What follows belongs to an exercise in optimizing a design on an open flow for small area, a short achievable clock period and few clock cycles per item; a production flow would make more cautious choices. The RTL was checked by simulation tests, not by an equivalence proof against the original design. Power figures rest on the tool's default switching activity, not on a simulated workload.

## flow/config.mk

```make
export PLATFORM = sky130hd
export DESIGN_NAME = dot_engine_top
export DESIGN_NICKNAME = dot_engine_top
export VERILOG_FILES = /design/flow/design.v
export SDC_FILE = /design/flow/constraint.sdc
export NUM_CORES = 4
export LEC_CHECK = 0
export CAP_MARGIN = 20
export CORE_MARGIN = 2
export CORE_UTILIZATION = 50
export CTS_CLUSTER_DIAMETER = 80
export CTS_CLUSTER_SIZE = 30
export SETUP_SLACK_MARGIN = 2.6
export SLEW_MARGIN = 20
```

## flow/constraint.sdc

```tcl
create_clock -name core_clock -period 5.0 [get_ports {clk}]
set_input_delay 1.0000 -clock core_clock [delete_from_list [all_inputs] [get_ports {clk}]]
set_output_delay 1.0000 -clock core_clock [all_outputs]
set_load 0.01 [all_outputs]
```

## flow/design.v

```verilog
`default_nettype none
package dot_pkg;
  localparam int N_LANES = 4;
  localparam int LANE_W = 8;
  localparam int WORD_W = N_LANES * LANE_W;
  localparam int RES_W = 32;
  localparam int ACC_W = 22;
  localparam int SUM_W = 18;
  localparam int WORD_OFFSET = -87040;
  localparam int VEC_DEPTH = 16;
  localparam int ADDR_W = 4;
endpackage
`default_nettype wire
`default_nettype none
module dp_unit (
  input wire logic clk,
  input wire logic [31:0] act_data,
  input wire logic [31:0] w_word,
  input wire logic enc_load,
  input wire logic cut_vld,
  output logic [17:0] x_out,
  output logic [17:0] y_out
);
  logic [3:0][3:0] one_q;
  logic [3:0][3:0] two_q;
  logic [3:0][3:0] neg_q;
  logic [3:0][3:0] one_d;
  logic [3:0][3:0] two_d;
  logic [3:0][3:0] neg_d;
  for (genvar i = 0; i < 4; i++) begin : g_enc_lane
    for (genvar k = 0; k < 4; k++) begin : g_enc_digit
      logic b2, b1, b0;
      assign b2 = w_word[i*8 + 2*k + 1];
      assign b1 = w_word[i*8 + 2*k];
      if (k == 0) begin : g_lsb
        assign b0 = 1'b0;
      end else begin : g_mid
        assign b0 = w_word[i*8 + 2*k - 1];
      end
      assign one_d[i][k] = b1 ^ b0;
      assign two_d[i][k] = (b2 & ~b1 & ~b0) | (~b2 & b1 & b0);
      assign neg_d[i][k] = b2;
    end
  end
  always_ff @(posedge clk) begin
    if (enc_load) begin
      one_q <= one_d;
      two_q <= two_d;
      neg_q <= neg_d;
    end
  end
  logic [3:0][2:0] ncnt;
  for (genvar k = 0; k < 4; k++) begin : g_ncnt
    assign ncnt[k] = 3'(neg_q[0][k]) + 3'(neg_q[1][k]) + 3'(neg_q[2][k]) + 3'(neg_q[3][k]);
  end
  logic [3:0][3:0][8:0] pp;
  for (genvar i = 0; i < 4; i++) begin : g_pp_lane
    logic [8:0] a1, a2;
    assign a1 = {act_data[i*8 + 7], act_data[i*8 +: 8]};
    assign a2 = {act_data[i*8 +: 8], 1'b0};
    for (genvar k = 0; k < 4; k++) begin : g_pp_digit
      assign pp[i][k] = ({9{one_q[i][k]}} & a1 | {9{two_q[i][k]}} & a2) ^ {9{neg_q[i][k]}};
    end
  end
  logic sb0_1;
  logic cb0_2;
  logic sb0_3;
  logic cb0_4;
  logic sb0_5;
  logic cb0_6;
  logic sb0_7;
  logic cb0_8;
  logic sb0_9;
  logic cb0_10;
  logic sb0_11;
  logic cb0_12;
  logic sb0_13;
  logic cb0_14;
  logic sb0_15;
  logic cb0_16;
  logic sb0_17;
  logic cb0_18;
  logic sb0_19;
  logic cb0_20;
  logic sb0_21;
  logic cb0_22;
  logic sb0_23;
  logic cb0_24;
  logic sb0_25;
  logic cb0_26;
  logic sb0_27;
  logic cb0_28;
  logic sb0_29;
  logic cb0_30;
  logic sb0_31;
  logic cb0_32;
  logic sb1_33;
  logic cb1_34;
  logic sb1_35;
  logic cb1_36;
  logic sb1_37;
  logic cb1_38;
  logic sb1_39;
  logic cb1_40;
  logic sb1_41;
  logic cb1_42;
  logic sb1_43;
  logic cb1_44;
  logic sb1_45;
  logic cb1_46;
  logic sb1_47;
  logic cb1_48;
  logic sb1_49;
  logic cb1_50;
  logic sb1_51;
  logic cb1_52;
  logic sb1_53;
  logic cb1_54;
  logic sb1_55;
  logic cb1_56;
  logic sb1_57;
  logic cb1_58;
  logic sb1_59;
  logic cb1_60;
  logic sb1_61;
  logic cb1_62;
  logic sb1_63;
  logic cb1_64;
  logic sb1_65;
  logic cb1_66;
  logic sb1_67;
  logic cb1_68;
  logic sb1_69;
  logic cb1_70;
  logic sb1_71;
  logic cb1_72;
  logic sb1_73;
  logic cb1_74;
  logic sb1_75;
  logic cb1_76;
  logic sb1_77;
  logic cb1_78;
  logic sb1_79;
  logic cb1_80;
  logic sb1_81;
  logic cb1_82;
  logic sb1_83;
  logic cb1_84;
  logic sb1_85;
  logic cb1_86;
  logic sb1_87;
  logic cb1_88;
  logic sb1_89;
  logic cb1_90;
  logic sb1_91;
  logic cb1_92;
  logic sb1_93;
  logic cb1_94;
  logic sb1_95;
  logic cb1_96;
  logic sc0_97;
  logic cc0_98;
  logic sc0_99;
  logic cc0_100;
  logic sc0_101;
  logic cc0_102;
  logic sc0_103;
  logic cc0_104;
  logic sc0_105;
  logic cc0_106;
  logic sc0_107;
  logic cc0_108;
  logic sc0_109;
  logic cc0_110;
  logic sc0_111;
  logic cc0_112;
  logic sc0_113;
  logic cc0_114;
  logic sc0_115;
  logic cc0_116;
  logic sc0_117;
  logic cc0_118;
  logic sc0_119;
  logic cc0_120;
  logic sc0_121;
  logic cc0_122;
  logic sc0_123;
  logic cc0_124;
  logic sc0_125;
  logic cc0_126;
  logic sc0_127;
  logic cc0_128;
  logic sc0_129;
  logic cc0_130;
  logic sc0_131;
  logic cc0_132;
  logic sc0_133;
  logic cc0_134;
  logic sc0_135;
  logic cc0_136;
  logic sc0_137;
  logic cc0_138;
  logic sc0_139;
  logic cc0_140;
  logic sc0_141;
  logic cc0_142;
  logic sc0_143;
  logic cc0_144;
  logic sc0_145;
  logic cc0_146;
  logic sc0_147;
  logic cc0_148;
  logic sc0_149;
  logic cc0_150;
  logic sc0_151;
  logic cc0_152;
  logic sc0_153;
  logic cc0_154;
  logic sc0_155;
  logic cc0_156;
  logic sc0_157;
  logic cc0_158;
  logic sc0_159;
  logic cc0_160;
  logic sc0_161;
  logic cc0_162;
  logic sc1_163;
  logic cc1_164;
  logic sc1_165;
  logic cc1_166;
  logic sc1_167;
  logic cc1_168;
  logic sc1_169;
  logic cc1_170;
  logic sc1_171;
  logic cc1_172;
  logic sc1_173;
  logic cc1_174;
  logic sc1_175;
  logic cc1_176;
  logic sc1_177;
  logic cc1_178;
  logic sc1_179;
  logic cc1_180;
  logic sc1_181;
  logic cc1_182;
  logic sc1_183;
  logic cc1_184;
  logic sc1_185;
  logic cc1_186;
  logic sc1_187;
  logic cc1_188;
  logic sc1_189;
  logic cc1_190;
  logic sc1_191;
  logic cc1_192;
  logic sc1_193;
  logic cc1_194;
  logic sc1_195;
  logic cc1_196;
  logic sc1_197;
  logic cc1_198;
  logic sc1_199;
  logic cc1_200;
  logic sc1_201;
  logic cc1_202;
  logic sc1_203;
  logic cc1_204;
  logic sc1_205;
  logic cc1_206;
  logic sc1_207;
  logic cc1_208;
  logic sc1_209;
  logic cc1_210;
  logic sc1_211;
  logic cc1_212;
  logic sc1_213;
  logic cc1_214;
  logic sc1_215;
  logic cc1_216;
  logic sc1_217;
  logic cc1_218;
  logic sc2_219;
  logic cc2_220;
  logic sc2_221;
  logic cc2_222;
  logic sc2_223;
  logic cc2_224;
  logic sc2_225;
  logic cc2_226;
  logic sc2_227;
  logic cc2_228;
  logic sc2_229;
  logic cc2_230;
  logic sc2_231;
  logic cc2_232;
  logic sc2_233;
  logic cc2_234;
  logic sc2_235;
  logic cc2_236;
  logic sc2_237;
  logic cc2_238;
  logic sc2_239;
  logic cc2_240;
  logic sc2_241;
  logic cc2_242;
  logic sc2_243;
  logic cc2_244;
  logic sc2_245;
  logic cc2_246;
  logic sc2_247;
  logic cc2_248;
  logic sc3_249;
  logic cc3_250;
  logic sc3_251;
  logic cc3_252;
  logic sc3_253;
  logic cc3_254;
  logic sc3_255;
  logic cc3_256;
  logic sc3_257;
  logic cc3_258;
  logic sc3_259;
  logic cc3_260;
  logic sc3_261;
  logic cc3_262;
  logic sc3_263;
  logic cc3_264;
  logic sc3_265;
  logic cc3_266;
  logic sc3_267;
  logic cc3_268;
  logic sc3_269;
  logic cc3_270;
  logic sc3_271;
  logic cc3_272;
  logic sc3_273;
  logic cc3_274;
  logic sc3_275;
  logic cc3_276;
  logic sc3_277;
  logic cc3_278;
  logic sc3_279;
  logic cc3_280;
  assign sb0_1 = pp[0][0][4] ^ pp[0][1][2];
  assign cb0_2 = pp[0][0][4] & pp[0][1][2];
  assign sb0_3 = pp[0][0][5] ^ pp[0][1][3];
  assign cb0_4 = pp[0][0][5] & pp[0][1][3];
  assign sb0_5 = pp[0][0][6] ^ pp[0][1][4] ^ pp[0][2][2];
  assign cb0_6 = (pp[0][0][6] & pp[0][1][4]) | (pp[0][0][6] & pp[0][2][2]) | (pp[0][1][4] & pp[0][2][2]);
  assign sb0_7 = pp[0][3][0] ^ pp[1][0][6] ^ pp[1][1][4];
  assign cb0_8 = (pp[0][3][0] & pp[1][0][6]) | (pp[0][3][0] & pp[1][1][4]) | (pp[1][0][6] & pp[1][1][4]);
  assign sb0_9 = pp[1][2][2] ^ pp[1][3][0] ^ pp[2][0][6];
  assign cb0_10 = (pp[1][2][2] & pp[1][3][0]) | (pp[1][2][2] & pp[2][0][6]) | (pp[1][3][0] & pp[2][0][6]);
  assign sb0_11 = pp[0][0][7] ^ pp[0][1][5] ^ pp[0][2][3];
  assign cb0_12 = (pp[0][0][7] & pp[0][1][5]) | (pp[0][0][7] & pp[0][2][3]) | (pp[0][1][5] & pp[0][2][3]);
  assign sb0_13 = pp[0][3][1] ^ pp[1][0][7] ^ pp[1][1][5];
  assign cb0_14 = (pp[0][3][1] & pp[1][0][7]) | (pp[0][3][1] & pp[1][1][5]) | (pp[1][0][7] & pp[1][1][5]);
  assign sb0_15 = pp[1][2][3] ^ pp[1][3][1] ^ pp[2][0][7];
  assign cb0_16 = (pp[1][2][3] & pp[1][3][1]) | (pp[1][2][3] & pp[2][0][7]) | (pp[1][3][1] & pp[2][0][7]);
  assign sb0_17 = pp[2][1][5] ^ pp[2][2][3];
  assign cb0_18 = pp[2][1][5] & pp[2][2][3];
  assign sb0_19 = ~pp[0][0][8] ^ pp[0][1][6] ^ pp[0][2][4];
  assign cb0_20 = (~pp[0][0][8] & pp[0][1][6]) | (~pp[0][0][8] & pp[0][2][4]) | (pp[0][1][6] & pp[0][2][4]);
  assign sb0_21 = pp[0][3][2] ^ ~pp[1][0][8] ^ pp[1][1][6];
  assign cb0_22 = (pp[0][3][2] & ~pp[1][0][8]) | (pp[0][3][2] & pp[1][1][6]) | (~pp[1][0][8] & pp[1][1][6]);
  assign sb0_23 = pp[1][2][4] ^ pp[1][3][2] ^ ~pp[2][0][8];
  assign cb0_24 = (pp[1][2][4] & pp[1][3][2]) | (pp[1][2][4] & ~pp[2][0][8]) | (pp[1][3][2] & ~pp[2][0][8]);
  assign sb0_25 = pp[2][1][6] ^ pp[2][2][4] ^ pp[2][3][2];
  assign cb0_26 = (pp[2][1][6] & pp[2][2][4]) | (pp[2][1][6] & pp[2][3][2]) | (pp[2][2][4] & pp[2][3][2]);
  assign sb0_27 = pp[0][1][7] ^ pp[0][2][5] ^ pp[0][3][3];
  assign cb0_28 = (pp[0][1][7] & pp[0][2][5]) | (pp[0][1][7] & pp[0][3][3]) | (pp[0][2][5] & pp[0][3][3]);
  assign sb0_29 = pp[1][1][7] ^ pp[1][2][5];
  assign cb0_30 = pp[1][1][7] & pp[1][2][5];
  assign sb0_31 = ~pp[0][1][8] ^ pp[0][2][6];
  assign cb0_32 = ~pp[0][1][8] & pp[0][2][6];
  assign sb1_33 = pp[0][0][2] ^ pp[0][1][0];
  assign cb1_34 = pp[0][0][2] & pp[0][1][0];
  assign sb1_35 = pp[0][0][3] ^ pp[0][1][1];
  assign cb1_36 = pp[0][0][3] & pp[0][1][1];
  assign sb1_37 = pp[0][2][0] ^ pp[1][0][4] ^ pp[1][1][2];
  assign cb1_38 = (pp[0][2][0] & pp[1][0][4]) | (pp[0][2][0] & pp[1][1][2]) | (pp[1][0][4] & pp[1][1][2]);
  assign sb1_39 = pp[1][2][0] ^ pp[2][0][4] ^ pp[2][1][2];
  assign cb1_40 = (pp[1][2][0] & pp[2][0][4]) | (pp[1][2][0] & pp[2][1][2]) | (pp[2][0][4] & pp[2][1][2]);
  assign sb1_41 = pp[2][2][0] ^ pp[3][0][4];
  assign cb1_42 = pp[2][2][0] & pp[3][0][4];
  assign sb1_43 = pp[0][2][1] ^ pp[1][0][5] ^ pp[1][1][3];
  assign cb1_44 = (pp[0][2][1] & pp[1][0][5]) | (pp[0][2][1] & pp[1][1][3]) | (pp[1][0][5] & pp[1][1][3]);
  assign sb1_45 = pp[1][2][1] ^ pp[2][0][5] ^ pp[2][1][3];
  assign cb1_46 = (pp[1][2][1] & pp[2][0][5]) | (pp[1][2][1] & pp[2][1][3]) | (pp[2][0][5] & pp[2][1][3]);
  assign sb1_47 = pp[2][2][1] ^ pp[3][0][5] ^ pp[3][1][3];
  assign cb1_48 = (pp[2][2][1] & pp[3][0][5]) | (pp[2][2][1] & pp[3][1][3]) | (pp[3][0][5] & pp[3][1][3]);
  assign sb1_49 = pp[3][2][1] ^ ncnt[2][1];
  assign cb1_50 = pp[3][2][1] & ncnt[2][1];
  assign sb1_51 = pp[2][1][4] ^ pp[2][2][2] ^ pp[2][3][0];
  assign cb1_52 = (pp[2][1][4] & pp[2][2][2]) | (pp[2][1][4] & pp[2][3][0]) | (pp[2][2][2] & pp[2][3][0]);
  assign sb1_53 = pp[3][0][6] ^ pp[3][1][4] ^ pp[3][2][2];
  assign cb1_54 = (pp[3][0][6] & pp[3][1][4]) | (pp[3][0][6] & pp[3][2][2]) | (pp[3][1][4] & pp[3][2][2]);
  assign sb1_55 = pp[3][3][0] ^ ncnt[2][2] ^ ncnt[3][0];
  assign cb1_56 = (pp[3][3][0] & ncnt[2][2]) | (pp[3][3][0] & ncnt[3][0]) | (ncnt[2][2] & ncnt[3][0]);
  assign sb1_57 = cb0_4 ^ sb0_5 ^ sb0_7;
  assign cb1_58 = (cb0_4 & sb0_5) | (cb0_4 & sb0_7) | (sb0_5 & sb0_7);
  assign sb1_59 = pp[2][3][1] ^ pp[3][0][7] ^ pp[3][1][5];
  assign cb1_60 = (pp[2][3][1] & pp[3][0][7]) | (pp[2][3][1] & pp[3][1][5]) | (pp[3][0][7] & pp[3][1][5]);
  assign sb1_61 = pp[3][2][3] ^ pp[3][3][1] ^ ncnt[3][1];
  assign cb1_62 = (pp[3][2][3] & pp[3][3][1]) | (pp[3][2][3] & ncnt[3][1]) | (pp[3][3][1] & ncnt[3][1]);
  assign sb1_63 = cb0_6 ^ cb0_8 ^ cb0_10;
  assign cb1_64 = (cb0_6 & cb0_8) | (cb0_6 & cb0_10) | (cb0_8 & cb0_10);
  assign sb1_65 = sb0_11 ^ sb0_13 ^ sb0_15;
  assign cb1_66 = (sb0_11 & sb0_13) | (sb0_11 & sb0_15) | (sb0_13 & sb0_15);
  assign sb1_67 = ~pp[3][0][8] ^ pp[3][1][6] ^ pp[3][2][4];
  assign cb1_68 = (~pp[3][0][8] & pp[3][1][6]) | (~pp[3][0][8] & pp[3][2][4]) | (pp[3][1][6] & pp[3][2][4]);
  assign sb1_69 = pp[3][3][2] ^ ncnt[3][2] ^ cb0_12;
  assign cb1_70 = (pp[3][3][2] & ncnt[3][2]) | (pp[3][3][2] & cb0_12) | (ncnt[3][2] & cb0_12);
  assign sb1_71 = cb0_14 ^ cb0_16 ^ cb0_18;
  assign cb1_72 = (cb0_14 & cb0_16) | (cb0_14 & cb0_18) | (cb0_16 & cb0_18);
  assign sb1_73 = sb0_19 ^ sb0_21 ^ sb0_23;
  assign cb1_74 = (sb0_19 & sb0_21) | (sb0_19 & sb0_23) | (sb0_21 & sb0_23);
  assign sb1_75 = pp[1][3][3] ^ pp[2][1][7] ^ pp[2][2][5];
  assign cb1_76 = (pp[1][3][3] & pp[2][1][7]) | (pp[1][3][3] & pp[2][2][5]) | (pp[2][1][7] & pp[2][2][5]);
  assign sb1_77 = pp[2][3][3] ^ pp[3][1][7] ^ pp[3][2][5];
  assign cb1_78 = (pp[2][3][3] & pp[3][1][7]) | (pp[2][3][3] & pp[3][2][5]) | (pp[3][1][7] & pp[3][2][5]);
  assign sb1_79 = pp[3][3][3] ^ cb0_20 ^ cb0_22;
  assign cb1_80 = (pp[3][3][3] & cb0_20) | (pp[3][3][3] & cb0_22) | (cb0_20 & cb0_22);
  assign sb1_81 = cb0_24 ^ cb0_26 ^ sb0_27;
  assign cb1_82 = (cb0_24 & cb0_26) | (cb0_24 & sb0_27) | (cb0_26 & sb0_27);
  assign sb1_83 = pp[0][3][4] ^ ~pp[1][1][8] ^ pp[1][2][6];
  assign cb1_84 = (pp[0][3][4] & ~pp[1][1][8]) | (pp[0][3][4] & pp[1][2][6]) | (~pp[1][1][8] & pp[1][2][6]);
  assign sb1_85 = pp[1][3][4] ^ ~pp[2][1][8] ^ pp[2][2][6];
  assign cb1_86 = (pp[1][3][4] & ~pp[2][1][8]) | (pp[1][3][4] & pp[2][2][6]) | (~pp[2][1][8] & pp[2][2][6]);
  assign sb1_87 = pp[2][3][4] ^ ~pp[3][1][8] ^ pp[3][2][6];
  assign cb1_88 = (pp[2][3][4] & ~pp[3][1][8]) | (pp[2][3][4] & pp[3][2][6]) | (~pp[3][1][8] & pp[3][2][6]);
  assign sb1_89 = pp[3][3][4] ^ cb0_28 ^ cb0_30;
  assign cb1_90 = (pp[3][3][4] & cb0_28) | (pp[3][3][4] & cb0_30) | (cb0_28 & cb0_30);
  assign sb1_91 = pp[0][2][7] ^ pp[0][3][5] ^ pp[1][2][7];
  assign cb1_92 = (pp[0][2][7] & pp[0][3][5]) | (pp[0][2][7] & pp[1][2][7]) | (pp[0][3][5] & pp[1][2][7]);
  assign sb1_93 = pp[1][3][5] ^ pp[2][2][7] ^ pp[2][3][5];
  assign cb1_94 = (pp[1][3][5] & pp[2][2][7]) | (pp[1][3][5] & pp[2][3][5]) | (pp[2][2][7] & pp[2][3][5]);
  assign sb1_95 = ~pp[0][2][8] ^ pp[0][3][6];
  assign cb1_96 = ~pp[0][2][8] & pp[0][3][6];
  assign sc0_97 = cut_q[10] ^ cut_q[11] ^ cut_q[12];
  assign cc0_98 = (cut_q[10] & cut_q[11]) | (cut_q[10] & cut_q[12]) | (cut_q[11] & cut_q[12]);
  assign sc0_99 = cut_q[13] ^ cut_q[14];
  assign cc0_100 = cut_q[13] & cut_q[14];
  assign sc0_101 = cut_q[19] ^ cut_q[20] ^ cut_q[21];
  assign cc0_102 = (cut_q[19] & cut_q[20]) | (cut_q[19] & cut_q[21]) | (cut_q[20] & cut_q[21]);
  assign sc0_103 = cut_q[22] ^ cut_q[23] ^ cut_q[24];
  assign cc0_104 = (cut_q[22] & cut_q[23]) | (cut_q[22] & cut_q[24]) | (cut_q[23] & cut_q[24]);
  assign sc0_105 = cut_q[25] ^ cut_q[26];
  assign cc0_106 = cut_q[25] & cut_q[26];
  assign sc0_107 = cut_q[28] ^ cut_q[29] ^ cut_q[30];
  assign cc0_108 = (cut_q[28] & cut_q[29]) | (cut_q[28] & cut_q[30]) | (cut_q[29] & cut_q[30]);
  assign sc0_109 = cut_q[31] ^ cut_q[32] ^ cut_q[33];
  assign cc0_110 = (cut_q[31] & cut_q[32]) | (cut_q[31] & cut_q[33]) | (cut_q[32] & cut_q[33]);
  assign sc0_111 = cut_q[34] ^ cut_q[35] ^ cut_q[36];
  assign cc0_112 = (cut_q[34] & cut_q[35]) | (cut_q[34] & cut_q[36]) | (cut_q[35] & cut_q[36]);
  assign sc0_113 = cut_q[37] ^ cut_q[38] ^ cut_q[39];
  assign cc0_114 = (cut_q[37] & cut_q[38]) | (cut_q[37] & cut_q[39]) | (cut_q[38] & cut_q[39]);
  assign sc0_115 = cut_q[40] ^ cut_q[41] ^ cut_q[42];
  assign cc0_116 = (cut_q[40] & cut_q[41]) | (cut_q[40] & cut_q[42]) | (cut_q[41] & cut_q[42]);
  assign sc0_117 = cut_q[43] ^ cut_q[44] ^ cut_q[45];
  assign cc0_118 = (cut_q[43] & cut_q[44]) | (cut_q[43] & cut_q[45]) | (cut_q[44] & cut_q[45]);
  assign sc0_119 = cut_q[46] ^ cut_q[47] ^ cut_q[48];
  assign cc0_120 = (cut_q[46] & cut_q[47]) | (cut_q[46] & cut_q[48]) | (cut_q[47] & cut_q[48]);
  assign sc0_121 = cut_q[49] ^ cut_q[50] ^ cut_q[51];
  assign cc0_122 = (cut_q[49] & cut_q[50]) | (cut_q[49] & cut_q[51]) | (cut_q[50] & cut_q[51]);
  assign sc0_123 = cut_q[52] ^ cut_q[53] ^ cut_q[54];
  assign cc0_124 = (cut_q[52] & cut_q[53]) | (cut_q[52] & cut_q[54]) | (cut_q[53] & cut_q[54]);
  assign sc0_125 = cut_q[55] ^ cut_q[56] ^ cut_q[57];
  assign cc0_126 = (cut_q[55] & cut_q[56]) | (cut_q[55] & cut_q[57]) | (cut_q[56] & cut_q[57]);
  assign sc0_127 = cut_q[58] ^ cut_q[59] ^ cut_q[60];
  assign cc0_128 = (cut_q[58] & cut_q[59]) | (cut_q[58] & cut_q[60]) | (cut_q[59] & cut_q[60]);
  assign sc0_129 = cut_q[61] ^ cut_q[62] ^ cut_q[63];
  assign cc0_130 = (cut_q[61] & cut_q[62]) | (cut_q[61] & cut_q[63]) | (cut_q[62] & cut_q[63]);
  assign sc0_131 = cut_q[64] ^ cut_q[65] ^ cut_q[66];
  assign cc0_132 = (cut_q[64] & cut_q[65]) | (cut_q[64] & cut_q[66]) | (cut_q[65] & cut_q[66]);
  assign sc0_133 = cut_q[67] ^ cut_q[68] ^ cut_q[69];
  assign cc0_134 = (cut_q[67] & cut_q[68]) | (cut_q[67] & cut_q[69]) | (cut_q[68] & cut_q[69]);
  assign sc0_135 = cut_q[70] ^ cut_q[71] ^ cut_q[72];
  assign cc0_136 = (cut_q[70] & cut_q[71]) | (cut_q[70] & cut_q[72]) | (cut_q[71] & cut_q[72]);
  assign sc0_137 = cut_q[73] ^ cut_q[74] ^ cut_q[75];
  assign cc0_138 = (cut_q[73] & cut_q[74]) | (cut_q[73] & cut_q[75]) | (cut_q[74] & cut_q[75]);
  assign sc0_139 = cut_q[76] ^ cut_q[77] ^ cut_q[78];
  assign cc0_140 = (cut_q[76] & cut_q[77]) | (cut_q[76] & cut_q[78]) | (cut_q[77] & cut_q[78]);
  assign sc0_141 = cut_q[79] ^ cut_q[80] ^ cut_q[81];
  assign cc0_142 = (cut_q[79] & cut_q[80]) | (cut_q[79] & cut_q[81]) | (cut_q[80] & cut_q[81]);
  assign sc0_143 = cut_q[82] ^ cut_q[83] ^ cut_q[84];
  assign cc0_144 = (cut_q[82] & cut_q[83]) | (cut_q[82] & cut_q[84]) | (cut_q[83] & cut_q[84]);
  assign sc0_145 = cut_q[85] ^ cut_q[86] ^ cut_q[87];
  assign cc0_146 = (cut_q[85] & cut_q[86]) | (cut_q[85] & cut_q[87]) | (cut_q[86] & cut_q[87]);
  assign sc0_147 = cut_q[88] ^ cut_q[89] ^ cut_q[90];
  assign cc0_148 = (cut_q[88] & cut_q[89]) | (cut_q[88] & cut_q[90]) | (cut_q[89] & cut_q[90]);
  assign sc0_149 = cut_q[91] ^ cut_q[92] ^ cut_q[93];
  assign cc0_150 = (cut_q[91] & cut_q[92]) | (cut_q[91] & cut_q[93]) | (cut_q[92] & cut_q[93]);
  assign sc0_151 = cut_q[94] ^ cut_q[95] ^ cut_q[96];
  assign cc0_152 = (cut_q[94] & cut_q[95]) | (cut_q[94] & cut_q[96]) | (cut_q[95] & cut_q[96]);
  assign sc0_153 = cut_q[97] ^ cut_q[98] ^ cut_q[99];
  assign cc0_154 = (cut_q[97] & cut_q[98]) | (cut_q[97] & cut_q[99]) | (cut_q[98] & cut_q[99]);
  assign sc0_155 = cut_q[100] ^ cut_q[101] ^ cut_q[102];
  assign cc0_156 = (cut_q[100] & cut_q[101]) | (cut_q[100] & cut_q[102]) | (cut_q[101] & cut_q[102]);
  assign sc0_157 = cut_q[103] ^ cut_q[104] ^ cut_q[105];
  assign cc0_158 = (cut_q[103] & cut_q[104]) | (cut_q[103] & cut_q[105]) | (cut_q[104] & cut_q[105]);
  assign sc0_159 = cut_q[106] ^ cut_q[107] ^ cut_q[108];
  assign cc0_160 = (cut_q[106] & cut_q[107]) | (cut_q[106] & cut_q[108]) | (cut_q[107] & cut_q[108]);
  assign sc0_161 = cut_q[109] ^ cut_q[110] ^ cut_q[111];
  assign cc0_162 = (cut_q[109] & cut_q[110]) | (cut_q[109] & cut_q[111]) | (cut_q[110] & cut_q[111]);
  assign sc1_163 = cut_q[0] ^ cut_q[1];
  assign cc1_164 = cut_q[0] & cut_q[1];
  assign sc1_165 = cut_q[5] ^ cut_q[6] ^ cut_q[7];
  assign cc1_166 = (cut_q[5] & cut_q[6]) | (cut_q[5] & cut_q[7]) | (cut_q[6] & cut_q[7]);
  assign sc1_167 = cut_q[15] ^ cut_q[16] ^ cut_q[17];
  assign cc1_168 = (cut_q[15] & cut_q[16]) | (cut_q[15] & cut_q[17]) | (cut_q[16] & cut_q[17]);
  assign sc1_169 = cut_q[18] ^ sc0_97;
  assign cc1_170 = cut_q[18] & sc0_97;
  assign sc1_171 = cut_q[27] ^ cc0_98 ^ cc0_100;
  assign cc1_172 = (cut_q[27] & cc0_98) | (cut_q[27] & cc0_100) | (cc0_98 & cc0_100);
  assign sc1_173 = sc0_101 ^ sc0_103 ^ sc0_105;
  assign cc1_174 = (sc0_101 & sc0_103) | (sc0_101 & sc0_105) | (sc0_103 & sc0_105);
  assign sc1_175 = cc0_102 ^ cc0_104 ^ cc0_106;
  assign cc1_176 = (cc0_102 & cc0_104) | (cc0_102 & cc0_106) | (cc0_104 & cc0_106);
  assign sc1_177 = sc0_107 ^ sc0_109 ^ sc0_111;
  assign cc1_178 = (sc0_107 & sc0_109) | (sc0_107 & sc0_111) | (sc0_109 & sc0_111);
  assign sc1_179 = cc0_108 ^ cc0_110 ^ cc0_112;
  assign cc1_180 = (cc0_108 & cc0_110) | (cc0_108 & cc0_112) | (cc0_110 & cc0_112);
  assign sc1_181 = sc0_113 ^ sc0_115 ^ sc0_117;
  assign cc1_182 = (sc0_113 & sc0_115) | (sc0_113 & sc0_117) | (sc0_115 & sc0_117);
  assign sc1_183 = cc0_114 ^ cc0_116 ^ cc0_118;
  assign cc1_184 = (cc0_114 & cc0_116) | (cc0_114 & cc0_118) | (cc0_116 & cc0_118);
  assign sc1_185 = sc0_119 ^ sc0_121 ^ sc0_123;
  assign cc1_186 = (sc0_119 & sc0_121) | (sc0_119 & sc0_123) | (sc0_121 & sc0_123);
  assign sc1_187 = cc0_120 ^ cc0_122 ^ cc0_124;
  assign cc1_188 = (cc0_120 & cc0_122) | (cc0_120 & cc0_124) | (cc0_122 & cc0_124);
  assign sc1_189 = sc0_125 ^ sc0_127 ^ sc0_129;
  assign cc1_190 = (sc0_125 & sc0_127) | (sc0_125 & sc0_129) | (sc0_127 & sc0_129);
  assign sc1_191 = cc0_126 ^ cc0_128 ^ cc0_130;
  assign cc1_192 = (cc0_126 & cc0_128) | (cc0_126 & cc0_130) | (cc0_128 & cc0_130);
  assign sc1_193 = sc0_131 ^ sc0_133 ^ sc0_135;
  assign cc1_194 = (sc0_131 & sc0_133) | (sc0_131 & sc0_135) | (sc0_133 & sc0_135);
  assign sc1_195 = cc0_132 ^ cc0_134 ^ cc0_136;
  assign cc1_196 = (cc0_132 & cc0_134) | (cc0_132 & cc0_136) | (cc0_134 & cc0_136);
  assign sc1_197 = sc0_137 ^ sc0_139 ^ sc0_141;
  assign cc1_198 = (sc0_137 & sc0_139) | (sc0_137 & sc0_141) | (sc0_139 & sc0_141);
  assign sc1_199 = cc0_138 ^ cc0_140 ^ cc0_142;
  assign cc1_200 = (cc0_138 & cc0_140) | (cc0_138 & cc0_142) | (cc0_140 & cc0_142);
  assign sc1_201 = sc0_143 ^ sc0_145 ^ sc0_147;
  assign cc1_202 = (sc0_143 & sc0_145) | (sc0_143 & sc0_147) | (sc0_145 & sc0_147);
  assign sc1_203 = cc0_144 ^ cc0_146 ^ cc0_148;
  assign cc1_204 = (cc0_144 & cc0_146) | (cc0_144 & cc0_148) | (cc0_146 & cc0_148);
  assign sc1_205 = sc0_149 ^ sc0_151 ^ sc0_153;
  assign cc1_206 = (sc0_149 & sc0_151) | (sc0_149 & sc0_153) | (sc0_151 & sc0_153);
  assign sc1_207 = cc0_150 ^ cc0_152 ^ cc0_154;
  assign cc1_208 = (cc0_150 & cc0_152) | (cc0_150 & cc0_154) | (cc0_152 & cc0_154);
  assign sc1_209 = sc0_155 ^ sc0_157 ^ sc0_159;
  assign cc1_210 = (sc0_155 & sc0_157) | (sc0_155 & sc0_159) | (sc0_157 & sc0_159);
  assign sc1_211 = cut_q[112] ^ cut_q[113] ^ cc0_156;
  assign cc1_212 = (cut_q[112] & cut_q[113]) | (cut_q[112] & cc0_156) | (cut_q[113] & cc0_156);
  assign sc1_213 = cc0_158 ^ cc0_160 ^ sc0_161;
  assign cc1_214 = (cc0_158 & cc0_160) | (cc0_158 & sc0_161) | (cc0_160 & sc0_161);
  assign sc1_215 = cut_q[114] ^ cut_q[115] ^ cut_q[116];
  assign cc1_216 = (cut_q[114] & cut_q[115]) | (cut_q[114] & cut_q[116]) | (cut_q[115] & cut_q[116]);
  assign sc1_217 = cut_q[117] ^ cc0_162;
  assign cc1_218 = cut_q[117] & cc0_162;
  assign sc2_219 = cut_q[2] ^ cut_q[3];
  assign cc2_220 = cut_q[2] & cut_q[3];
  assign sc2_221 = cut_q[8] ^ cut_q[9] ^ cc1_164;
  assign cc2_222 = (cut_q[8] & cut_q[9]) | (cut_q[8] & cc1_164) | (cut_q[9] & cc1_164);
  assign sc2_223 = sc0_99 ^ cc1_166 ^ sc1_167;
  assign cc2_224 = (sc0_99 & cc1_166) | (sc0_99 & sc1_167) | (cc1_166 & sc1_167);
  assign sc2_225 = cc1_168 ^ cc1_170 ^ sc1_171;
  assign cc2_226 = (cc1_168 & cc1_170) | (cc1_168 & sc1_171) | (cc1_170 & sc1_171);
  assign sc2_227 = cc1_172 ^ cc1_174 ^ sc1_175;
  assign cc2_228 = (cc1_172 & cc1_174) | (cc1_172 & sc1_175) | (cc1_174 & sc1_175);
  assign sc2_229 = cc1_176 ^ cc1_178 ^ sc1_179;
  assign cc2_230 = (cc1_176 & cc1_178) | (cc1_176 & sc1_179) | (cc1_178 & sc1_179);
  assign sc2_231 = cc1_180 ^ cc1_182 ^ sc1_183;
  assign cc2_232 = (cc1_180 & cc1_182) | (cc1_180 & sc1_183) | (cc1_182 & sc1_183);
  assign sc2_233 = cc1_184 ^ cc1_186 ^ sc1_187;
  assign cc2_234 = (cc1_184 & cc1_186) | (cc1_184 & sc1_187) | (cc1_186 & sc1_187);
  assign sc2_235 = cc1_188 ^ cc1_190 ^ sc1_191;
  assign cc2_236 = (cc1_188 & cc1_190) | (cc1_188 & sc1_191) | (cc1_190 & sc1_191);
  assign sc2_237 = cc1_192 ^ cc1_194 ^ sc1_195;
  assign cc2_238 = (cc1_192 & cc1_194) | (cc1_192 & sc1_195) | (cc1_194 & sc1_195);
  assign sc2_239 = cc1_196 ^ cc1_198 ^ sc1_199;
  assign cc2_240 = (cc1_196 & cc1_198) | (cc1_196 & sc1_199) | (cc1_198 & sc1_199);
  assign sc2_241 = cc1_200 ^ cc1_202 ^ sc1_203;
  assign cc2_242 = (cc1_200 & cc1_202) | (cc1_200 & sc1_203) | (cc1_202 & sc1_203);
  assign sc2_243 = cc1_204 ^ cc1_206 ^ sc1_207;
  assign cc2_244 = (cc1_204 & cc1_206) | (cc1_204 & sc1_207) | (cc1_206 & sc1_207);
  assign sc2_245 = cc1_208 ^ cc1_210 ^ sc1_211;
  assign cc2_246 = (cc1_208 & cc1_210) | (cc1_208 & sc1_211) | (cc1_210 & sc1_211);
  assign sc2_247 = cc1_212 ^ cc1_214 ^ sc1_215;
  assign cc2_248 = (cc1_212 & cc1_214) | (cc1_212 & sc1_215) | (cc1_214 & sc1_215);
  assign sc3_249 = cut_q[4] ^ sc1_163;
  assign cc3_250 = cut_q[4] & sc1_163;
  assign sc3_251 = sc1_165 ^ cc2_220 ^ sc2_221;
  assign cc3_252 = (sc1_165 & cc2_220) | (sc1_165 & sc2_221) | (cc2_220 & sc2_221);
  assign sc3_253 = sc1_169 ^ cc2_222 ^ sc2_223;
  assign cc3_254 = (sc1_169 & cc2_222) | (sc1_169 & sc2_223) | (cc2_222 & sc2_223);
  assign sc3_255 = sc1_173 ^ cc2_224 ^ sc2_225;
  assign cc3_256 = (sc1_173 & cc2_224) | (sc1_173 & sc2_225) | (cc2_224 & sc2_225);
  assign sc3_257 = sc1_177 ^ cc2_226 ^ sc2_227;
  assign cc3_258 = (sc1_177 & cc2_226) | (sc1_177 & sc2_227) | (cc2_226 & sc2_227);
  assign sc3_259 = sc1_181 ^ cc2_228 ^ sc2_229;
  assign cc3_260 = (sc1_181 & cc2_228) | (sc1_181 & sc2_229) | (cc2_228 & sc2_229);
  assign sc3_261 = sc1_185 ^ cc2_230 ^ sc2_231;
  assign cc3_262 = (sc1_185 & cc2_230) | (sc1_185 & sc2_231) | (cc2_230 & sc2_231);
  assign sc3_263 = sc1_189 ^ cc2_232 ^ sc2_233;
  assign cc3_264 = (sc1_189 & cc2_232) | (sc1_189 & sc2_233) | (cc2_232 & sc2_233);
  assign sc3_265 = sc1_193 ^ cc2_234 ^ sc2_235;
  assign cc3_266 = (sc1_193 & cc2_234) | (sc1_193 & sc2_235) | (cc2_234 & sc2_235);
  assign sc3_267 = sc1_197 ^ cc2_236 ^ sc2_237;
  assign cc3_268 = (sc1_197 & cc2_236) | (sc1_197 & sc2_237) | (cc2_236 & sc2_237);
  assign sc3_269 = sc1_201 ^ cc2_238 ^ sc2_239;
  assign cc3_270 = (sc1_201 & cc2_238) | (sc1_201 & sc2_239) | (cc2_238 & sc2_239);
  assign sc3_271 = sc1_205 ^ cc2_240 ^ sc2_241;
  assign cc3_272 = (sc1_205 & cc2_240) | (sc1_205 & sc2_241) | (cc2_240 & sc2_241);
  assign sc3_273 = sc1_209 ^ cc2_242 ^ sc2_243;
  assign cc3_274 = (sc1_209 & cc2_242) | (sc1_209 & sc2_243) | (cc2_242 & sc2_243);
  assign sc3_275 = sc1_213 ^ cc2_244 ^ sc2_245;
  assign cc3_276 = (sc1_213 & cc2_244) | (sc1_213 & sc2_245) | (cc2_244 & sc2_245);
  assign sc3_277 = sc1_217 ^ cc2_246 ^ sc2_247;
  assign cc3_278 = (sc1_217 & cc2_246) | (sc1_217 & sc2_247) | (cc2_246 & sc2_247);
  assign sc3_279 = cc1_216 ^ cc1_218 ^ cc2_248;
  assign cc3_280 = (cc1_216 & cc1_218) | (cc1_216 & cc2_248) | (cc1_218 & cc2_248);
  logic [117:0] cut_q;
  logic [17:0] x_q;
  logic [17:0] y_q;
  always_ff @(posedge clk) begin
      cut_q[0] <= pp[0][0][0];
      cut_q[1] <= pp[1][0][0];
      cut_q[2] <= pp[2][0][0];
      cut_q[3] <= pp[3][0][0];
      cut_q[4] <= ncnt[0][0];
      cut_q[5] <= pp[0][0][1];
      cut_q[6] <= pp[1][0][1];
      cut_q[7] <= pp[2][0][1];
      cut_q[8] <= pp[3][0][1];
      cut_q[9] <= ncnt[0][1];
      cut_q[10] <= pp[1][0][2];
      cut_q[11] <= pp[1][1][0];
      cut_q[12] <= pp[2][0][2];
      cut_q[13] <= pp[2][1][0];
      cut_q[14] <= pp[3][0][2];
      cut_q[15] <= pp[3][1][0];
      cut_q[16] <= ncnt[0][2];
      cut_q[17] <= ncnt[1][0];
      cut_q[18] <= sb1_33;
      cut_q[19] <= pp[1][0][3];
      cut_q[20] <= pp[1][1][1];
      cut_q[21] <= pp[2][0][3];
      cut_q[22] <= pp[2][1][1];
      cut_q[23] <= pp[3][0][3];
      cut_q[24] <= pp[3][1][1];
      cut_q[25] <= ncnt[1][1];
      cut_q[26] <= cb1_34;
      cut_q[27] <= sb1_35;
      cut_q[28] <= pp[3][1][2];
      cut_q[29] <= pp[3][2][0];
      cut_q[30] <= ncnt[1][2];
      cut_q[31] <= ncnt[2][0];
      cut_q[32] <= sb0_1;
      cut_q[33] <= cb1_36;
      cut_q[34] <= sb1_37;
      cut_q[35] <= sb1_39;
      cut_q[36] <= sb1_41;
      cut_q[37] <= cb0_2;
      cut_q[38] <= sb0_3;
      cut_q[39] <= cb1_38;
      cut_q[40] <= cb1_40;
      cut_q[41] <= cb1_42;
      cut_q[42] <= sb1_43;
      cut_q[43] <= sb1_45;
      cut_q[44] <= sb1_47;
      cut_q[45] <= sb1_49;
      cut_q[46] <= sb0_9;
      cut_q[47] <= cb1_44;
      cut_q[48] <= cb1_46;
      cut_q[49] <= cb1_48;
      cut_q[50] <= cb1_50;
      cut_q[51] <= sb1_51;
      cut_q[52] <= sb1_53;
      cut_q[53] <= sb1_55;
      cut_q[54] <= sb1_57;
      cut_q[55] <= sb0_17;
      cut_q[56] <= cb1_52;
      cut_q[57] <= cb1_54;
      cut_q[58] <= cb1_56;
      cut_q[59] <= cb1_58;
      cut_q[60] <= sb1_59;
      cut_q[61] <= sb1_61;
      cut_q[62] <= sb1_63;
      cut_q[63] <= sb1_65;
      cut_q[64] <= sb0_25;
      cut_q[65] <= cb1_60;
      cut_q[66] <= cb1_62;
      cut_q[67] <= cb1_64;
      cut_q[68] <= cb1_66;
      cut_q[69] <= sb1_67;
      cut_q[70] <= sb1_69;
      cut_q[71] <= sb1_71;
      cut_q[72] <= sb1_73;
      cut_q[73] <= sb0_29;
      cut_q[74] <= cb1_68;
      cut_q[75] <= cb1_70;
      cut_q[76] <= cb1_72;
      cut_q[77] <= cb1_74;
      cut_q[78] <= sb1_75;
      cut_q[79] <= sb1_77;
      cut_q[80] <= sb1_79;
      cut_q[81] <= sb1_81;
      cut_q[82] <= sb0_31;
      cut_q[83] <= cb1_76;
      cut_q[84] <= cb1_78;
      cut_q[85] <= cb1_80;
      cut_q[86] <= cb1_82;
      cut_q[87] <= sb1_83;
      cut_q[88] <= sb1_85;
      cut_q[89] <= sb1_87;
      cut_q[90] <= sb1_89;
      cut_q[91] <= pp[3][2][7];
      cut_q[92] <= pp[3][3][5];
      cut_q[93] <= cb0_32;
      cut_q[94] <= cb1_84;
      cut_q[95] <= cb1_86;
      cut_q[96] <= cb1_88;
      cut_q[97] <= cb1_90;
      cut_q[98] <= sb1_91;
      cut_q[99] <= sb1_93;
      cut_q[100] <= ~pp[1][2][8];
      cut_q[101] <= pp[1][3][6];
      cut_q[102] <= ~pp[2][2][8];
      cut_q[103] <= pp[2][3][6];
      cut_q[104] <= ~pp[3][2][8];
      cut_q[105] <= pp[3][3][6];
      cut_q[106] <= cb1_92;
      cut_q[107] <= cb1_94;
      cut_q[108] <= sb1_95;
      cut_q[109] <= pp[0][3][7];
      cut_q[110] <= pp[1][3][7];
      cut_q[111] <= pp[2][3][7];
      cut_q[112] <= pp[3][3][7];
      cut_q[113] <= cb1_96;
      cut_q[114] <= ~pp[0][3][8];
      cut_q[115] <= ~pp[1][3][8];
      cut_q[116] <= ~pp[2][3][8];
      cut_q[117] <= ~pp[3][3][8];
  end
  always_ff @(posedge clk) begin
      x_q[0] <= cut_vld & sc2_219;
      x_q[1] <= cut_vld & cc3_250;
      x_q[2] <= cut_vld & cc3_252;
      x_q[3] <= cut_vld & cc3_254;
      x_q[4] <= cut_vld & cc3_256;
      x_q[5] <= cut_vld & cc3_258;
      x_q[6] <= cut_vld & cc3_260;
      x_q[7] <= cut_vld & cc3_262;
      x_q[8] <= cut_vld & cc3_264;
      x_q[9] <= cut_vld & cc3_266;
      x_q[10] <= cut_vld & cc3_268;
      x_q[11] <= cut_vld & cc3_270;
      x_q[12] <= cut_vld & cc3_272;
      x_q[13] <= cut_vld & cc3_274;
      x_q[14] <= cut_vld & cc3_276;
      x_q[15] <= cut_vld & cc3_278;
      x_q[16] <= cut_vld & cc3_280;
      x_q[17] <= cut_vld & 1'b0;
      y_q[0] <= cut_vld & sc3_249;
      y_q[1] <= cut_vld & sc3_251;
      y_q[2] <= cut_vld & sc3_253;
      y_q[3] <= cut_vld & sc3_255;
      y_q[4] <= cut_vld & sc3_257;
      y_q[5] <= cut_vld & sc3_259;
      y_q[6] <= cut_vld & sc3_261;
      y_q[7] <= cut_vld & sc3_263;
      y_q[8] <= cut_vld & sc3_265;
      y_q[9] <= cut_vld & sc3_267;
      y_q[10] <= cut_vld & sc3_269;
      y_q[11] <= cut_vld & sc3_271;
      y_q[12] <= cut_vld & sc3_273;
      y_q[13] <= cut_vld & sc3_275;
      y_q[14] <= cut_vld & sc3_277;
      y_q[15] <= cut_vld & sc3_279;
      y_q[16] <= cut_vld & 1'b0;
      y_q[17] <= cut_vld & 1'b0;
  end
  assign x_out = x_q;
  assign y_out = y_q;
endmodule
`default_nettype wire
`default_nettype none
module weight_buffer (
  input wire logic clk,
  input wire logic wr_en,
  input wire logic [dot_pkg::ADDR_W-1:0] wr_addr,
  input wire logic [dot_pkg::WORD_W-1:0] wr_data,
  input wire logic [dot_pkg::VEC_DEPTH-1:0] rd_sel,
  output logic [dot_pkg::WORD_W-1:0] rd_data
);
  logic [dot_pkg::WORD_W-1:0] mem [dot_pkg::VEC_DEPTH];
  always_ff @(posedge clk) begin
    if (wr_en) begin
      mem[wr_addr] <= wr_data;
    end
  end
  always_comb begin
    rd_data = '0;
    for (int k = 0; k < dot_pkg::VEC_DEPTH; k++) begin
      rd_data = rd_data | (mem[k] & {dot_pkg::WORD_W{rd_sel[k]}});
    end
  end
endmodule
`default_nettype wire
`default_nettype none
module dot_accumulator (
  input wire logic clk,
  input wire logic clear,
  input wire logic [dot_pkg::ADDR_W-1:0] vec_last,
  input wire logic [dot_pkg::SUM_W-1:0] x_in,
  input wire logic [dot_pkg::SUM_W-1:0] y_in,
  output logic signed [dot_pkg::RES_W-1:0] acc
);
  logic [dot_pkg::ACC_W-1:0] acc_q;
  logic [dot_pkg::ACC_W-1:0] acc_init;
  logic [dot_pkg::ACC_W-1:0] x_ext;
  logic [dot_pkg::ACC_W-1:0] y_ext;
  logic [dot_pkg::ACC_W-1:0] s3;
  logic [dot_pkg::ACC_W-1:0] c3;
  assign acc = dot_pkg::RES_W'($signed(acc_q));
  always_comb begin
    acc_init = '0;
    for (int n = 0; n < dot_pkg::VEC_DEPTH; n++) begin
      if (vec_last == dot_pkg::ADDR_W'(n)) begin
        acc_init = dot_pkg::ACC_W'((n + 1) * dot_pkg::WORD_OFFSET);
      end
    end
  end
  assign x_ext = dot_pkg::ACC_W'(x_in);
  assign y_ext = dot_pkg::ACC_W'(y_in);
  assign s3 = acc_q ^ x_ext ^ y_ext;
  assign c3 = (acc_q & x_ext) | (acc_q & y_ext) | (x_ext & y_ext);
  logic [dot_pkg::ACC_W-1:0] pa;
  logic [dot_pkg::ACC_W-1:0] pb;
  logic [dot_pkg::ACC_W-1:0] sum;
  logic [dot_pkg::ACC_W-1:0] gen [6];
  logic [dot_pkg::ACC_W-1:0] prp [6];
  assign pa = s3;
  assign pb = {c3[dot_pkg::ACC_W-2:0], 1'b0};
  always_comb begin
    gen[0] = pa & pb;
    prp[0] = pa ^ pb;
    for (int l = 0; l < 5; l++) begin
      for (int i = 0; i < dot_pkg::ACC_W; i++) begin
        if (i >= (1 << l)) begin
          gen[l+1][i] = gen[l][i] | (prp[l][i] & gen[l][i - (1 << l)]);
          prp[l+1][i] = prp[l][i] & prp[l][i - (1 << l)];
        end else begin
          gen[l+1][i] = gen[l][i];
          prp[l+1][i] = prp[l][i];
        end
      end
    end
    sum = prp[0] ^ {gen[5][dot_pkg::ACC_W-2:0], 1'b0};
  end
  always_ff @(posedge clk) begin
    if (clear) begin
      acc_q <= acc_init;
    end else begin
      acc_q <= sum;
    end
  end
endmodule
`default_nettype wire
`default_nettype none
module dot_ctrl (
  input wire logic clk,
  input wire logic reset,
  input wire logic start,
  input wire logic [dot_pkg::ADDR_W-1:0] vec_last,
  input wire logic act_valid,
  input wire logic w_wr,
  input wire logic [dot_pkg::ADDR_W-1:0] w_addr,
  output logic busy,
  output logic done,
  output logic buf_wr_en,
  output logic [dot_pkg::VEC_DEPTH-1:0] rd_sel,
  output logic enc_load,
  output logic w0_bypass,
  output logic acc_clear,
  output logic cut_vld
);
  logic busy_q;
  logic strm_q;
  logic [dot_pkg::ADDR_W-1:0] cnt_q;
  logic [dot_pkg::ADDR_W-1:0] last_q;
  logic [dot_pkg::VEC_DEPTH-1:0] rsel_q;
  logic [dot_pkg::VEC_DEPTH-1:0] rsel_d;
  logic done_q;
  logic [1:0] vld_q;
  logic [1:0] fin_q;
  logic is_idle;
  logic accept;
  logic finish;
  logic is_last;
  assign is_idle = !busy_q;
  assign accept = act_valid && strm_q;
  assign finish = vld_q[1] && fin_q[1];
  assign busy = busy_q;
  assign done = done_q;
  assign buf_wr_en = w_wr && is_idle;
  assign rd_sel = rsel_q;
  assign enc_load = is_idle || accept;
  assign w0_bypass = is_idle && w_wr && (w_addr == '0);
  assign is_last = (cnt_q == last_q);
  assign acc_clear = start && is_idle;
  assign cut_vld = vld_q[0];
  always_comb begin
    rsel_d = rsel_q;
    if (is_idle) begin
      rsel_d = start ? dot_pkg::VEC_DEPTH'(2) : dot_pkg::VEC_DEPTH'(1);
    end else if (finish) begin
      rsel_d = dot_pkg::VEC_DEPTH'(1);
    end else if (accept) begin
      rsel_d = rsel_q << 1;
    end
  end
  always_ff @(posedge clk) begin
    if (reset) begin
      busy_q <= 1'b0;
      strm_q <= 1'b0;
      cnt_q <= '0;
      rsel_q <= dot_pkg::VEC_DEPTH'(1);
      last_q <= '0;
      done_q <= 1'b0;
      vld_q <= '0;
      fin_q <= '0;
    end else begin
      done_q <= finish;
      vld_q <= {vld_q[0], accept};
      fin_q <= {fin_q[0], accept && is_last};
      rsel_q <= rsel_d;
      if (is_idle) begin
        if (start) begin
          busy_q <= 1'b1;
          strm_q <= 1'b1;
          cnt_q <= '0;
          last_q <= vec_last;
        end
      end else begin
        if (accept) begin
          cnt_q <= cnt_q + 1'b1;
          if (is_last) begin
            strm_q <= 1'b0;
          end
        end
        if (finish) begin
          busy_q <= 1'b0;
        end
      end
    end
  end
endmodule
`default_nettype wire
`default_nettype none
module dot_engine_top (
  input wire logic clk,
  input wire logic reset,
  input wire logic w_wr,
  input wire logic [dot_pkg::ADDR_W-1:0] w_addr,
  input wire logic [dot_pkg::WORD_W-1:0] w_data,
  input wire logic start,
  input wire logic [dot_pkg::ADDR_W-1:0] vec_last,
  input wire logic act_valid,
  input wire logic [dot_pkg::WORD_W-1:0] act_data,
  output logic busy,
  output logic done,
  output logic signed [dot_pkg::RES_W-1:0] result
);
  logic buf_wr_en;
  logic [dot_pkg::VEC_DEPTH-1:0] rd_sel;
  logic [dot_pkg::WORD_W-1:0] rd_data;
  logic acc_clear;
  logic cut_vld;
  logic enc_load;
  logic w0_bypass;
  logic [dot_pkg::WORD_W-1:0] w_next;
  logic [dot_pkg::SUM_W-1:0] x_sum;
  logic [dot_pkg::SUM_W-1:0] y_sum;
  dot_ctrl dot_ctrl_i (
    .clk, .reset, .start, .vec_last, .act_valid, .w_wr, .w_addr,
    .busy, .done, .buf_wr_en, .rd_sel, .enc_load, .w0_bypass, .acc_clear, .cut_vld
  );
  weight_buffer weight_buffer_i (
    .clk, .wr_en(buf_wr_en), .wr_addr(w_addr), .wr_data(w_data),
    .rd_sel, .rd_data
  );
  assign w_next = w0_bypass ? w_data : rd_data;
  dp_unit dp_unit_i (
    .clk, .act_data, .w_word(w_next), .enc_load, .cut_vld, .x_out(x_sum), .y_out(y_sum)
  );
  dot_accumulator dot_accumulator_i (
    .clk, .clear(acc_clear), .vec_last, .x_in(x_sum), .y_in(y_sum), .acc(result)
  );
endmodule
`default_nettype wire
```

## flow/flow/run.sh

```bash
#!/bin/bash
# The standard layout (the standard.sh), except that the buffers that
# buffer_ports puts on every input and output port are buf_1 cells; the
# resizer sizes them up where timing needs it.
set -euo pipefail
bash standard.sh "BUFFER_PORTS_ARGS=-buffer_cell sky130_fd_sc_hd__buf_1" finish > flow_standard.log 2>&1
```

## flow/standard.sh

```bash
#!/bin/bash
# synth_recipe.tcl (not shown) runs the flow's synth.tcl, then flattens the netlist and writes it again
# the make line also repeats each setting of config.mk as NAME=value (left out here)
make -C /OpenROAD-flow-scripts/flow DESIGN_CONFIG=/design/flow/config.mk WORK_HOME=/design/flow/orfs CLKGATE_MAP_FILE= SYNTH_SCRIPT=/design/flow/synth_recipe.tcl "${@:-finish}"
```

==> results of run 1 <==
## state kept, by name (all words and copies together) (netlist names), 17 cells and up
name and cells:
weight_buffer_i.mem 512, dp_unit_i.cut_q 118, dot_accumulator_i.acc_q 22, dp_unit_i.x_q 17
## worst max-delay path by stage
stage | cells past startpoint | to | startpoint
6_report | 9 | dot_accumulator_i.acc_q[18] | dp_unit_i.x_q[2]
5_1_grt | 9 | dot_accumulator_i.acc_q[18] | dp_unit_i.x_q[2]
4_1_cts | 8 | dot_accumulator_i.acc_q[20] | dp_unit_i.x_q[2]
3_5_place_dp | 7 | dp_unit_i.two_q[6] | w_wr
3_3_place_gp | 7 | dp_unit_i.two_q[6] | w_wr
2_1_floorplan | 6 | weight_buffer_i.mem[0][0] | w_addr[2]
## critical path, cell delays in order, from the launching register on
cell	delay, ps
dfxtp_2	340
fa_1	570
ha_1	240
a21o_1	210
a221oi_4	370
o211ai_1	250
a311oi_2	310
buf_4	160
xor2_1	150
o21ai_1	70
## what timing repair did
action                     in CTS  in global routing
gates resized for setup       140                 77
buffers inserted               30                 33
cloned                          2                  3
hold endpoints to repair        0                  0
pin swaps                      55                 52
setup endpoints to repair     348                126
## per-stage QoR
step                utilization (%)  total power [mW]  instances  setup WS [ps]  cell area, um2
finish                         56.7              18.3       3192           2220           36600
global route                   56.7              19.5       3191           2110           36500
CTS                            55.9              18.4       3152           2220           36000
detailed placement             52.9              14.2       3055           1330           34100
global placement               52.9              14.1       3055           1380           34100
floorplan                         -              11.9       2211           2180           33100
## layout make-up
cell class              instances  area [um2]  share of cell area, %
flip-flops and latches        764       21000                   57.5
multi-input cells            1165       11300                   30.8
repair buffers                234        1470                   4.02
well taps                     855        1070                   2.93
clock buffers                  43         991                   2.71
inverters                     105         398                   1.09
clock inverters                22         320                  0.876
diodes                          4        10.0                 0.0274
## per-layer routing
| metal | global-route usage [%] | up-vias | part of all wire (%) |
|---|---|---|---|
| met1 | 34.8 | 10200 | 38 |
| li1 | - | 8396 | - |
| met2 | 47.4 | 905 | 51 |
| met5 | 0 | - | 0.014 |
| met3 | 3.57 | 150 | 7.2 |
| met4 | 9.66 | 2 | 3.7 |
## power breakdown
part	total, mW	internal [mW]	switching [mW]
sequential	8.07	7.47	0.602
clock	3.80	1.63	2.17
combinational	6.40	2.88	3.52
## layout by cell type, fill, tap and decap left out, types with 69 or more instances in the layout
cell type	instances
edfxtp_1	560
a22oi_1	155
dfxtp_1	145
xnor2_1	125
buf_4	109
buf_1	105
a22o_1	96
a221oi_1	86
nand2_1	80
fa_1	75
inv_1	73
fa_2	69
## cells by family (layout without fill, tap and decap cells)
logic type / count (synthesis) / after routing / share of synthesized area (%)
fa+ha+maj: 188 / 188 / 10.5
simple gates: 273 / 278 / 4.28
mux: 32 / 32 / 1.10
other cells: 0 / 4 / 0
buf+inv: 287 / 404 / 3.53
xor+xnor: 175 / 175 / 4.71
compound gates: 492 / 492 / 11.7
flops: 764 / 764 / 64.2
==> results.cfg, run 1 <==
[sta]
fmax_ghz = 0.359
hold_slack_ps = 451
slew_violations = 0
rsz0062_at_grt = yes
setup_viol = 0
period_share_pct = 55.7
setup_tns_ps = 0
finClkSkew_ps = 37.7
tightest_slew_ps = 1070
hold_viol = 0
period_needed_ps = 2780
relSlewSlack_pct = 28.4

[floorplanning]
io_pins = 111
fp-row-count = 93
dieWidth_um = 259
start_util_pct = 50.5
die_area_um2 = 67200
die_y_um = 259
core_area_um2 = 64500

[global_route]
grt_pass1_vias = 19300
grt_remaining_overflow = 0
grt_max_degree = 49
grt_first_pass_wirelength_um = 131000
grt.total_usage_pct = 27.1
antenna_found_initial = 9

[clock_tree]
clkSinkCount = 764
cts_tree = yes
cts_hold_buf = 0
clkLatencyLatePin_ps = 600
clockRootBuffer = clkbuf_16
cts.clk_slew.worst_paths_ps = 110
cts_buffers = 38
cts_max_path_buffers = 3
htreeDepth = 2

[synthesis]
synth.largest_area_cell = edfxtp_1
async_flop_share_pct = 0
synth_common_cells = 560 x edfxtp_1, 204 x dfxtp_1, 176 x a22oi_1
syn_nets = 2476
synthTopCellsByArea = edfxtp_1 52%, dfxtp_1 13%, fa_1 8.9%, a22oi_1 4.1%, xnor2_1 3.4%
synth_edf_count = 560
synth_ff_type = edfxtp_1
syn_avg_cell_area_um2 = 14.7
synth_cells = 2211
ys_ff_latch = 764
yosysMostFrequentCell = edfxtp_1
yosysTopAreaCellShare_pct = 51.6
syn_area_um2 = 32600
ys_types = 54
yosys_warnings = 6
yosysSeqAreaShare_pct = 64.2

[critical_path]
start_kind = register
r2r_end = dot_accumulator_i.acc_q[18]
r2r_setup_slack_ps = 2220
crit_type = register to register
r2r-start = dp_unit_i.x_q[2]
r2r_cells = 9
worstPathMaxFanout = 3
required_ps = 5480
worstPathArrival_ps = 3260
endpoint_kind = register

[worst_hold_path]
worst_hold_path.num_cells = 1
min-delay-start = dot_ctrl_i.fin_q[0]
hold_end = dot_ctrl_i.fin_q[1]
min_path_type = register to register

[outcome]
outcome = no timing/DRC/antenna violations

[cells_and_area]
finalNetCount = 2573
drive_above_1_share_pct = 19.3
syn_to_final_growth_pct = 12.2
nFillCells = 5160

[job]
cap_violations = 0

[route]
ant_nets = 0
avgViaCountPerCell = 6.15
wire_per_inst_um = 28.9
vias = 19600
totalWireLength_um = 92200
drc = 0
drtPass1Iterations = 5
drtIter0Drc = 2342

[place]
port_buffers = 110
dpl.hpwl_um = 59000
routabilityCongestion = 0.869

[pwr]
power_density_nw_per_um2 = 500
irDropWorstVdd_mv = 0.485
power.leakage_nw = 12.6
Testbench counts, summed over its fixed seeds: cycles 14,859, items 1,280.
==> inputs of run 2 (changes only) <==
--- a/flow/config.mk
+++ b/flow/config.mk
@@ -8,5 +8,5 @@
 export CAP_MARGIN = 20
 export CORE_MARGIN = 2
-export CORE_UTILIZATION = 50
+export CORE_UTILIZATION = 65
 export CTS_CLUSTER_DIAMETER = 80
 export CTS_CLUSTER_SIZE = 30
==> run 2 against run 1 <==
Still clean on timing, DRC and antenna. Die area fell by 23%. Final cell count fell by 5.5%. Fmax rose by 2.0%. Sequential power barely moved. Sequential share of layout area barely moved. Synthesized cell count did not move. Register-to-register slack improved by 50 ps. First-iteration DRC count rose by 2.0%. Count of clock-buffer cells in the layout rose by 2. Non-clock buffer count rose by 20. Critical path type unchanged. Critical endpoint unchanged.
==> results.cfg, run 2 <==
[place]
port_buffers = 110
place_ws_ps = 1240
routabilityCongestion = 0.896
dpl.hpwl_um = 56900

[pwr]
power_density_nw_per_um2 = 502
irDropWorstVdd_mv = 0.521
power.leakage_nw = 12.7
power_mw = 18.3

[sta]
tightest_slew_ps = 1040
setup_tns_ps = 0
hold_viol = 0
relSlewSlack_pct = 30.9
slew_violations = 0
rsz0062_at_grt = yes
fmax_ghz = 0.366
worst_slack_ps = 2270
finClkSkew_ps = 41.6
setup_viol = 0
period_needed_ps = 2730
period_share_pct = 54.6

[clock_tree]
clkSinkCount = 764
cts.clk_slew.worst_paths_ps = 110
htreeDepth = 2
clockRootBuffer = clkbuf_16
clkLatencyLatePin_ps = 610
cts_buffers = 35
cts_hold_buf = 0
cts_max_path_buffers = 3
cts_tree = yes

[critical_path]
worstPathMaxFanout = 4
start_kind = register
crit_type = register to register
r2r_setup_slack_ps = 2270
r2r_end = dot_accumulator_i.acc_q[18]
r2r_cells = 9
endpoint_kind = register
worstPathArrival_ps = 3190
r2r-start = dot_accumulator_i.acc_q[2]
required_ps = 5460

[route]
drtIter0Drc = 2388
avgViaCountPerCell = 6.60
ant_nets = 0
drtPass1Iterations = 5
drc = 0
totalWireLength_um = 90300
wire_per_inst_um = 29.9
vias = 19900

[cells_and_area]
largest-register = weight_buffer_i.mem
seqCellArea_um2 = 21000
multiInputGateArea_um2 = 11300
nFillCells = 3222
finalNetCount = 2588
largest_reg_flops = 512
final_cell_mix = 560 x edfxtp_1, 155 x a22oi_1, 137 x dfxtp_1, 126 x xnor2_1, 111 x buf_4
layout_commonest_cell = edfxtp_1
reg_top3 = weight_buffer_i.mem x512, dp_unit_i.cut_q x118, dot_accumulator_i.acc_q x22
syn_to_final_growth_pct = 12.2
drive_above_1_share_pct = 20.4

[floorplanning]
die_y_um = 228
io_pins = 111
start_util_pct = 65.4
core_area_um2 = 49800
dieWidth_um = 228
die_area_um2 = 51900
fp-row-count = 82

[worst_hold_path]
hold_end = dot_ctrl_i.fin_q[1]
min_path_type = register to register
min-delay-start = dot_ctrl_i.fin_q[0]
worst_hold_path.num_cells = 1

[global_route]
grt_first_pass_wirelength_um = 130000
grt.total_usage_pct = 34.9
grt_max_degree = 49
grt_remaining_overflow = 0
antenna_found_initial = 4
grt_pass1_vias = 19700

[synthesis]
ys_types = 54
syn_area_um2 = 32600
synth_common_cells = 560 x edfxtp_1, 204 x dfxtp_1, 176 x a22oi_1
ys_ff_latch = 764
synth_cells = 2211
yosysSeqAreaShare_pct = 64.2
synth_edf_count = 560
synthTopCellsByArea = edfxtp_1 52%, dfxtp_1 13%, fa_1 8.9%, a22oi_1 4.1%, xnor2_1 3.4%
yosysTopAreaCellShare_pct = 51.6
synth_ff_type = edfxtp_1
async_flop_share_pct = 0
yosysMostFrequentCell = edfxtp_1
syn_avg_cell_area_um2 = 14.7
yosys_warnings = 6
synth.largest_area_cell = edfxtp_1
syn_nets = 2476

[job]
cap_violations = 0

[outcome]
outcome = no timing/DRC/antenna violations
## run 2: changes by cell type in the layout (fill, tap and decap cells not counted), sizes merged
| cell | delta |
|---|---|
| inv | -6 |
| bufinv | -1 |
| clkinv | -2 |
| or3 | -2 |
| clkbuf | +3 |
| diode | -2 |
| buf | +19 |
## run 2: critical path, stage by stage (launching register included)
cell      delay, ps
dfxtp_2         350
fa_1            580
ha_1            240
a21o_1          210
a221oi_4        320
o211ai_1        220
a311oi_2        310
buf_4           170
xor2_1          130
o21ai_1          70
## run 2: area by class of cell
cell class                 count  share of cell area (%)
clock inverter                13                   0.545
clock buffer                  45                    2.62
tap                          672                    2.30
inverter                     105                    1.09
sequential                   764                    57.6
multi-input combinational   1163                    31.0
antenna                        2                  0.0137
timing repair buffer         254                    4.87
## run 2: worst max path at each step
stage                               start                           to  slack, ps  cells after the start
3_3_place_gp                         w_wr           dp_unit_i.two_q[6]       1280                      8
4_1_cts        dot_accumulator_i.acc_q[2]  dot_accumulator_i.acc_q[18]       2310                      9
6_report       dot_accumulator_i.acc_q[2]  dot_accumulator_i.acc_q[18]       2270                      9
5_1_grt        dot_accumulator_i.acc_q[2]  dot_accumulator_i.acc_q[20]       2160                      9
2_1_floorplan                   w_addr[2]    weight_buffer_i.mem[0][0]       2180                      6
3_5_place_dp                         w_wr           dp_unit_i.two_q[6]       1240                      8
## run 2: routing by layer
metal  track usage (%)  wire, um
met3              5.30      8170
met2              59.7     46000
met4              18.4      5020
met1              43.3     31100
met5                 0        10
## run 2: kinds of logic after synthesis
group | after synthesis | share of synthesized area [%]
simple gates | 273 | 4.28
mux | 32 | 1.10
xor+xnor | 175 | 4.71
flops | 764 | 64.2
fa+ha+maj | 188 | 10.5
buf+inv | 287 | 3.53
compound gates | 492 | 11.7
## run 2: report_power, final
| group | leakage [nW] | internal (mW) | switching, mW |
|---|---|---|---|
| sequential | 6.83 | 7.47 | 0.623 |
| combinational | 5.26 | 3.03 | 3.69 |
| clock | 0.558 | 1.49 | 2.03 |
| total | 12.7 | 12.0 | 6.34 |
## run 2: repair_timing
| item | in CTS | in global routing |
|---|---|---|
| cloned | 4 | 1 |
| gates resized for setup | 171 | 90 |
| setup endpoints to repair | 305 | 286 |
| buffers inserted | 49 | 40 |
| pin swaps | 74 | 52 |
## run 2: through the flow
| step | util (%) | hold WS [ps] | instances | area [um2] |
|---|---|---|---|---|
| 6_report | 73.4 | 454 | 3018 | 36500 |
| 5_1_grt | 73.4 | 469 | 3017 | 36500 |
| 4_1_cts | 72.2 | 458 | 2975 | 35900 |
| 3_5_place_dp | 68.0 | 435 | 2864 | 33800 |
| 3_3_place_gp | 68.0 | 427 | 2864 | 33800 |
| 2_1_floorplan | - | 414 | 2211 | 33100 |

==> what the ideal ports hide <==
The results above use ideal ports. As a check the final layouts listed here were re-extracted and re-timed, cells and wires unchanged. Step 1 sets driving cells, clkbuf_16 on the clock port and buf_2 on the other inputs (assumed; they add their load-dependent delay and slew). Step 2 moves the port delays by t, midway between the first and last clock arrival at a register: inputs arrive t later, outputs are due t later. That takes back most of the time a late clock gives input paths. a / b / c = no drivers / after step 1 / after step 2; a / b = the first two.
run | t (ns) | setup slack, ns | worst setup path at the end
run 1 | 0.653 | 2.217 / 2.217 / 1.883 | input to register
run 2 | 0.655 | 2.271 / 2.271 / 1.900 | input to register
After both steps every run listed still meets setup and hold. For run 2, which loses most, drivers alone change the setup slack by 0.000 ns; drivers and shift together by -0.371 ns.
